What follows belongs to an exercise in optimizing a design on an open flow for small area, a short achievable clock period and few clock cycles per item; a production flow would make more cautious choices.
Function was checked by simulation only, so behaviour that the tests miss may differ from the original.
No activity file was given, so power comes from the tool's default toggle rates.

// gnn_mlp_4x4x2
module gnn_mlp_4x4x2 #(
  parameter int IN_W  = 5,
  parameter int HID_W = 11,
  parameter int OUT_W = 17
) (
  input  logic                    clk,
  input  logic                    rst_n,
  input  logic                    in_ready,
  input  logic signed [IN_W-1:0]  x0,
  input  logic signed [IN_W-1:0]  x1,
  input  logic signed [IN_W-1:0]  x2,
  input  logic signed [IN_W-1:0]  x3,
  input  logic signed [IN_W-1:0]  w04,
  input  logic signed [IN_W-1:0]  w14,
  input  logic signed [IN_W-1:0]  w24,
  input  logic signed [IN_W-1:0]  w34,
  input  logic signed [IN_W-1:0]  w05,
  input  logic signed [IN_W-1:0]  w15,
  input  logic signed [IN_W-1:0]  w25,
  input  logic signed [IN_W-1:0]  w35,
  input  logic signed [IN_W-1:0]  w06,
  input  logic signed [IN_W-1:0]  w16,
  input  logic signed [IN_W-1:0]  w26,
  input  logic signed [IN_W-1:0]  w36,
  input  logic signed [IN_W-1:0]  w07,
  input  logic signed [IN_W-1:0]  w17,
  input  logic signed [IN_W-1:0]  w27,
  input  logic signed [IN_W-1:0]  w37,
  input  logic signed [IN_W-1:0]  w48,
  input  logic signed [IN_W-1:0]  w58,
  input  logic signed [IN_W-1:0]  w68,
  input  logic signed [IN_W-1:0]  w78,
  input  logic signed [IN_W-1:0]  w49,
  input  logic signed [IN_W-1:0]  w59,
  input  logic signed [IN_W-1:0]  w69,
  input  logic signed [IN_W-1:0]  w79,
  output logic signed [OUT_W-1:0] out0,
  output logic signed [OUT_W-1:0] out1,
  output logic                    out0_ready,
  output logic                    out1_ready
);
Size in the first run: roughly 2600 cells after synthesis, roughly 480 flip-flops.
==> flow/config.mk <==
export PLATFORM = sky130hd
export DESIGN_NAME = gnn_mlp_4x4x2
export DESIGN_NICKNAME = gnn_mlp_4x4x2
export VERILOG_FILES = /design/flow/design.v
export SDC_FILE = /design/flow/constraint.sdc
export NUM_CORES = 4
export LEC_CHECK = 0
export CAP_MARGIN = 20
export CORE_MARGIN = 2
export CORE_UTILIZATION = 40
export CTS_CLUSTER_DIAMETER = 100
export CTS_CLUSTER_SIZE = 25
export SETUP_SLACK_MARGIN = 4.7
export SLEW_MARGIN = 20
==> flow/constraint.sdc <==
create_clock -name core_clock -period 8.0 [get_ports {clk}]
set_input_delay 1.6000 -clock core_clock [delete_from_list [all_inputs] [get_ports {clk}]]
set_output_delay 1.6000 -clock core_clock [all_outputs]
set_load 0.01 [all_outputs]
standard.sh (not shown) runs the stock make flow with config.mk's settings and CLKGATE_MAP_FILE= SYNTH_SCRIPT=/design/flow/synth_recipe.tcl, a recipe that flattens the netlist after the stock synthesis.
==> flow/flow/run.sh <==
#!/bin/bash
# Standard layout, with these changes:
#  - the full adders the RTL spells out (sum = a ^ b ^ c, carry = majority) are given to
#    synthesis as sky130 full-adder cells, so the adder trees keep the structure written;
#  - ports are buffered with buf_1 instead of the default delay buffer.
set -euo pipefail
python3 flow/fa_cells.py design.v design_fa.v > fa_cells.log 2>&1
bash standard.sh VERILOG_FILES="$PWD/design_fa.v" \
  BUFFER_PORTS_ARGS="-buffer_cell sky130_fd_sc_hd__buf_1" finish > standard.log 2>&1
==> flow/flow/fa_cells.py <==
#!/usr/bin/env python3
"""Rewrite full adders (and half adders  wire S = A ^ B;  wire CO = A & B;) written as  wire S = A ^ B ^ C;  wire CO = (A & B) | (A & C) | (B & C);
into sky130 full-adder cell instances, so that synthesis keeps the adder trees as written.
Usage: fa_cells.py IN.v OUT.v"""
import re, sys
src = open(sys.argv[1]).read().split('\n')
out = []
n = 0
i = 0
rs = re.compile(r'^\s*wire\s+(\S+)\s*=\s*(\S+)\s*\^\s*(\S+)\s*\^\s*(\S+)\s*;\s*$')
rhs = re.compile(r'^\s*wire\s+(\S+)\s*=\s*(\S+)\s*\^\s*(\S+)\s*;\s*$')
rhc = re.compile(r'^\s*wire\s+(\S+)\s*=\s*(\S+)\s*&\s*(\S+)\s*;\s*$')
rc = re.compile(r'^\s*wire\s+(\S+)\s*=\s*\((\S+)\s*&\s*(\S+)\)\s*\|\s*\((\S+)\s*&\s*(\S+)\)\s*\|\s*\((\S+)\s*&\s*(\S+)\)\s*;\s*$')
while i < len(src):
    m1 = rs.match(src[i])
    m2 = rc.match(src[i + 1]) if m1 and i + 1 < len(src) else None
    if m1 and m2:
        s, a, b, c = m1.groups()
        co = m2.group(1)
        assert m2.groups()[1:] == (a, b, a, c, b, c), src[i:i+2]
        n += 1
        out.append(f'  wire {s}, {co};')
        out.append(f'  sky130_fd_sc_hd__fa_1 bfa_{n} (.A({a}), .B({b}), .CIN({c}), .SUM({s}), .COUT({co}));')
        i += 2
    elif rhs.match(src[i]) and i + 1 < len(src) and rhc.match(src[i + 1]) \
            and rhs.match(src[i]).groups()[1:] == rhc.match(src[i + 1]).groups()[1:]:
        s, a, b = rhs.match(src[i]).groups()
        co = rhc.match(src[i + 1]).group(1)
        n += 1
        out.append(f'  wire {s}, {co};')
        out.append(f'  sky130_fd_sc_hd__ha_1 bha_{n} (.A({a}), .B({b}), .SUM({s}), .COUT({co}));')
        i += 2
    else:
        out.append(src[i])
        i += 1
open(sys.argv[2], 'w').write('\n'.join(out))
sys.stderr.write(f'{n} adder cells mapped\n')
The first run finished with timing, DRC and antenna clean.
Testbench counts at the start, summed over its fixed seeds: cycles 16,040, items 16,000.
Next try:
--- a/flow/config.mk
+++ b/flow/config.mk
@@ -7,0 +8 @@
+export ABC_AREA = 1
@@ -13 +14 @@
-export SETUP_SLACK_MARGIN = 4.7
+export SETUP_SLACK_MARGIN = 4.9
The changed run finished clean.
Critical path depth stays the same.
Worst setup slack gains 0.16 ns.
Fmax climbs by 5.2%.
Sequential power drops by about 2%.
Design area climbs by 8.8%.
Die area climbs by 3.7%.
Global-route usage climbs by 0.84 points.
Via count climbs by 12%.
Total power climbs by 8.9%.
Wire length climbs by 9.5%.
Next try:
--- a/flow/flow/run.sh
+++ b/flow/flow/run.sh
@@ -5 +5 @@
-#  - ports are buffered with buf_1 instead of the default delay buffer.
+#  - ports are buffered with buf_2 instead of the default delay buffer.
@@ -9 +9 @@
-  BUFFER_PORTS_ARGS="-buffer_cell sky130_fd_sc_hd__buf_1" finish > standard.log 2>&1
+  BUFFER_PORTS_ARGS="-buffer_cell sky130_fd_sc_hd__buf_2" finish > standard.log 2>&1
--- a/flow/config.mk
+++ b/flow/config.mk
@@ -8 +7,0 @@
-export ABC_AREA = 1
@@ -12,3 +11 @@
-export CTS_CLUSTER_DIAMETER = 100
-export CTS_CLUSTER_SIZE = 25
-export SETUP_SLACK_MARGIN = 4.9
+export SETUP_SLACK_MARGIN = 5.0
The changed run completed with no timing, DRC or antenna violations.
Worst setup slack loses 0.048 ns.
Sequential share of layout area came out lower by 0.25 points.
Cell area rose by 1.1%.
Area after synthesis is lower by 3.6%.
Routed wire length increases by 0.54%.
Utilization rises by 2.3 points.

========
## job 5407
Starting RTL as in the previous note.
==> flow/config.mk <==
export PLATFORM = sky130hd
export DESIGN_NAME = gnn_mlp_4x4x2
export DESIGN_NICKNAME = gnn_mlp_4x4x2
export VERILOG_FILES = /design/flow/design.v
export SDC_FILE = /design/flow/constraint.sdc
export NUM_CORES = 4
export LEC_CHECK = 0
export CAP_MARGIN = 20
export CORE_MARGIN = 2
export CORE_UTILIZATION = 40
export CTS_CLUSTER_DIAMETER = 100
export CTS_CLUSTER_SIZE = 25
export SETUP_SLACK_MARGIN = 4.6
export SLEW_MARGIN = 20
==> flow/constraint.sdc <==
create_clock -name core_clock -period 8.0 [get_ports {clk}]
set_input_delay 1.6000 -clock core_clock [delete_from_list [all_inputs] [get_ports {clk}]]
set_output_delay 1.6000 -clock core_clock [all_outputs]
set_load 0.01 [all_outputs]
==> flow/flow/run.sh <==
#!/bin/bash
# Standard layout, with these changes:
#  - the full adders the RTL spells out (sum = a ^ b ^ c, carry = majority) are given to
#    synthesis as sky130 full-adder cells, so the adder trees keep the structure written;
#  - ports are buffered with buf_1 instead of the default delay buffer.
set -euo pipefail
python3 flow/fa_cells.py design.v design_fa.v > fa_cells.log 2>&1
bash standard.sh VERILOG_FILES="$PWD/design_fa.v" \
  BUFFER_PORTS_ARGS="-buffer_cell sky130_fd_sc_hd__buf_1" finish > standard.log 2>&1
Scripts as last shown in full above: flow/flow/fa_cells.py
Testbench counts of job 5407, summed over its fixed seeds: cycles 16,040, items 16,000.
Edits applied to the flow inputs when going from job 5407 to job 7244:
# job 5407
export LEC_CHECK = 0
export CAP_MARGIN = 20
export CORE_MARGIN = 2
export CORE_UTILIZATION = 40
export CTS_CLUSTER_DIAMETER = 100
export CTS_CLUSTER_SIZE = 25
export SETUP_SLACK_MARGIN = 4.6
export SLEW_MARGIN = 20
create_clock -name core_clock -period 8.0 [get_ports {clk}]
# job 7244
export LEC_CHECK = 0
export CAP_MARGIN = 20
export CORE_MARGIN = 2
export CORE_UTILIZATION = 40
export SETUP_SLACK_MARGIN = 4.9
export SLEW_MARGIN = 20
create_clock -name core_clock -period 8.0 [get_ports {clk}]
==> flow/flow/run.sh <==
#!/bin/bash
# Standard layout, with these changes:
#  - the full adders the RTL spells out (sum = a ^ b ^ c, carry = majority) are given to
#    synthesis as sky130 full-adder cells, so the adder trees keep the structure written;
#  - ports are buffered with buf_2 instead of the default delay buffer.
set -euo pipefail
python3 flow/fa_cells.py design.v design_fa.v > fa_cells.log 2>&1
bash standard.sh VERILOG_FILES="$PWD/design_fa.v" \
  BUFFER_PORTS_ARGS="-buffer_cell sky130_fd_sc_hd__buf_2" finish > standard.log 2>&1
==> comparison <==
Job 7244 reports a higher number of clock-tree buffers in the layout than job 5407 does. Job 7244 vs job 5407 — first-pass GRT wire length climbed by a few percent. Looking at number of search-and-repair iterations in the first detailed-routing pass across job 7244 and job 5407, the one that comes out lower is job 7244. In job 7244, the final weighted congestion of routability-driven global placement came out 2.3% below the value in job 5407. Relative to job 5407, the final cell area reported for job 7244 is higher. Going from job 5407 to job 7244, via count of the first global-routing pass grows by about 2.2%. Job 7244 ends up with lower largest net degree at the start of global routing than job 5407 does. Net total in the final layout (job 7244 vs. job 5407) increases by a few percent.
diff inputs: job 7244 => job 9674
# job 7244
export LEC_CHECK = 0
export CAP_MARGIN = 20
export CORE_MARGIN = 2
export CORE_UTILIZATION = 40
export SETUP_SLACK_MARGIN = 4.9
export SLEW_MARGIN = 20
create_clock -name core_clock -period 8.0 [get_ports {clk}]
# job 9674
export LEC_CHECK = 0
export CAP_MARGIN = 20
export CORE_MARGIN = 2
export CORE_UTILIZATION = 40
export CTS_CLUSTER_DIAMETER = 100
export CTS_CLUSTER_SIZE = 25
export SETUP_SLACK_MARGIN = 4.9
export SLEW_MARGIN = 20
create_clock -name core_clock -period 8.0 [get_ports {clk}]
==> comparison <==
- Going from job 7244 to job 9674, total length of routed met3 wires decreased by 1.6% relative to the old numbers; global-route met3 utilization fell by 0.55 points.
- Looking at cell count, job 9674 sits 72 lower than job 7244 does.
- Going from job 7244 to job 9674, area added between synthesis and finish fell by 4.1 points; met1 wire length fell by about 2.6%; max-slew headroom at the worst pin fell by 0.54 points; final instance area fell by about 3.5%.
- Job 9674 vs job 7244 — wire length per cell after detailed routing dropped slightly
- Worst setup slack in job 9674 is 28 ps below job 7244.
The following lists how job 3007 was set up differently from job 9674:
# job 9674
export LEC_CHECK = 0
export CAP_MARGIN = 20
export CORE_MARGIN = 2
export CORE_UTILIZATION = 40
export CTS_CLUSTER_DIAMETER = 100
export CTS_CLUSTER_SIZE = 25
export SETUP_SLACK_MARGIN = 4.9
export SLEW_MARGIN = 20
create_clock -name core_clock -period 8.0 [get_ports {clk}]
# job 3007
export LEC_CHECK = 0
export CAP_MARGIN = 20
export CORE_MARGIN = 2
export CORE_UTILIZATION = 40
export CTS_CLUSTER_DIAMETER = 100
export CTS_CLUSTER_SIZE = 25
export SETUP_SLACK_MARGIN = 5.0
export SLEW_MARGIN = 20
create_clock -name core_clock -period 8.0 [get_ports {clk}]
==> flow/flow/run.sh <==
#!/bin/bash
# Standard layout, with these changes:
#  - the full adders the RTL spells out (sum = a ^ b ^ c, carry = majority) are given to
#    synthesis as sky130 full-adder cells, so the adder trees keep the structure written;
#  - ports are buffered with buf_1 instead of the default delay buffer.
set -euo pipefail
python3 flow/fa_cells.py design.v design_fa.v > fa_cells.log 2>&1
bash standard.sh VERILOG_FILES="$PWD/design_fa.v" \
  BUFFER_PORTS_ARGS="-buffer_cell sky130_fd_sc_hd__buf_1" finish > standard.log 2>&1
[summary]
Delta (job 3007 minus job 9674): utilization +0.93 points; power in the clock group decreased by about 4% relative to the old numbers. met3 wire length on job 3007 is up relative to job 9674.

[static timing again, ports no longer ideal]
No port has a modelled driver above. Below, the same layouts with a new extraction and two added sets of constraints.
Step 1: set_driving_cell puts a clkbuf_16 on clk and a buf_2 on each other input, an assumption about the parent block.
Step 2, shift: input delay + t, output delay - t, t = (earliest + latest rising clock arrival at the registers) / 2. This alone moves slack from input paths to output paths.
Slacks: ideal / step 1 / step 2; pairs: ideal / step 1.
run	t, ns	setup slack, ns	hold slack, ns	worst setup path at the end	latest minus earliest clock arrival (ns)
the first run of note 1	0.696	4.707 / 4.707 / 4.707	0.327 / 0.327 / 0.327	register to register	0.043 / 0.043
the second run of note 1	0.677	4.869 / 4.869 / 4.869	0.320 / 0.320 / 0.320	register to register	0.024 / 0.024
the third run of note 1	0.686	4.821 / 4.821 / 4.821	0.315 / 0.315 / 0.315	register to register	0.065 / 0.065
job 5407	0.693	4.619 / 4.619 / 4.619	0.328 / 0.328 / 0.328	register to register	0.044 / 0.043
job 7244	0.688	4.854 / 4.854 / 4.854	0.306 / 0.306 / 0.306	register to register	0.056 / 0.056
job 9674	0.679	4.826 / 4.826 / 4.826	0.317 / 0.317 / 0.317	register to register	0.033 / 0.033
job 3007	0.682	4.840 / 4.840 / 4.840	0.329 / 0.329 / 0.329	register to register	0.041 / 0.041
After both steps setup and hold are still met in every run listed.
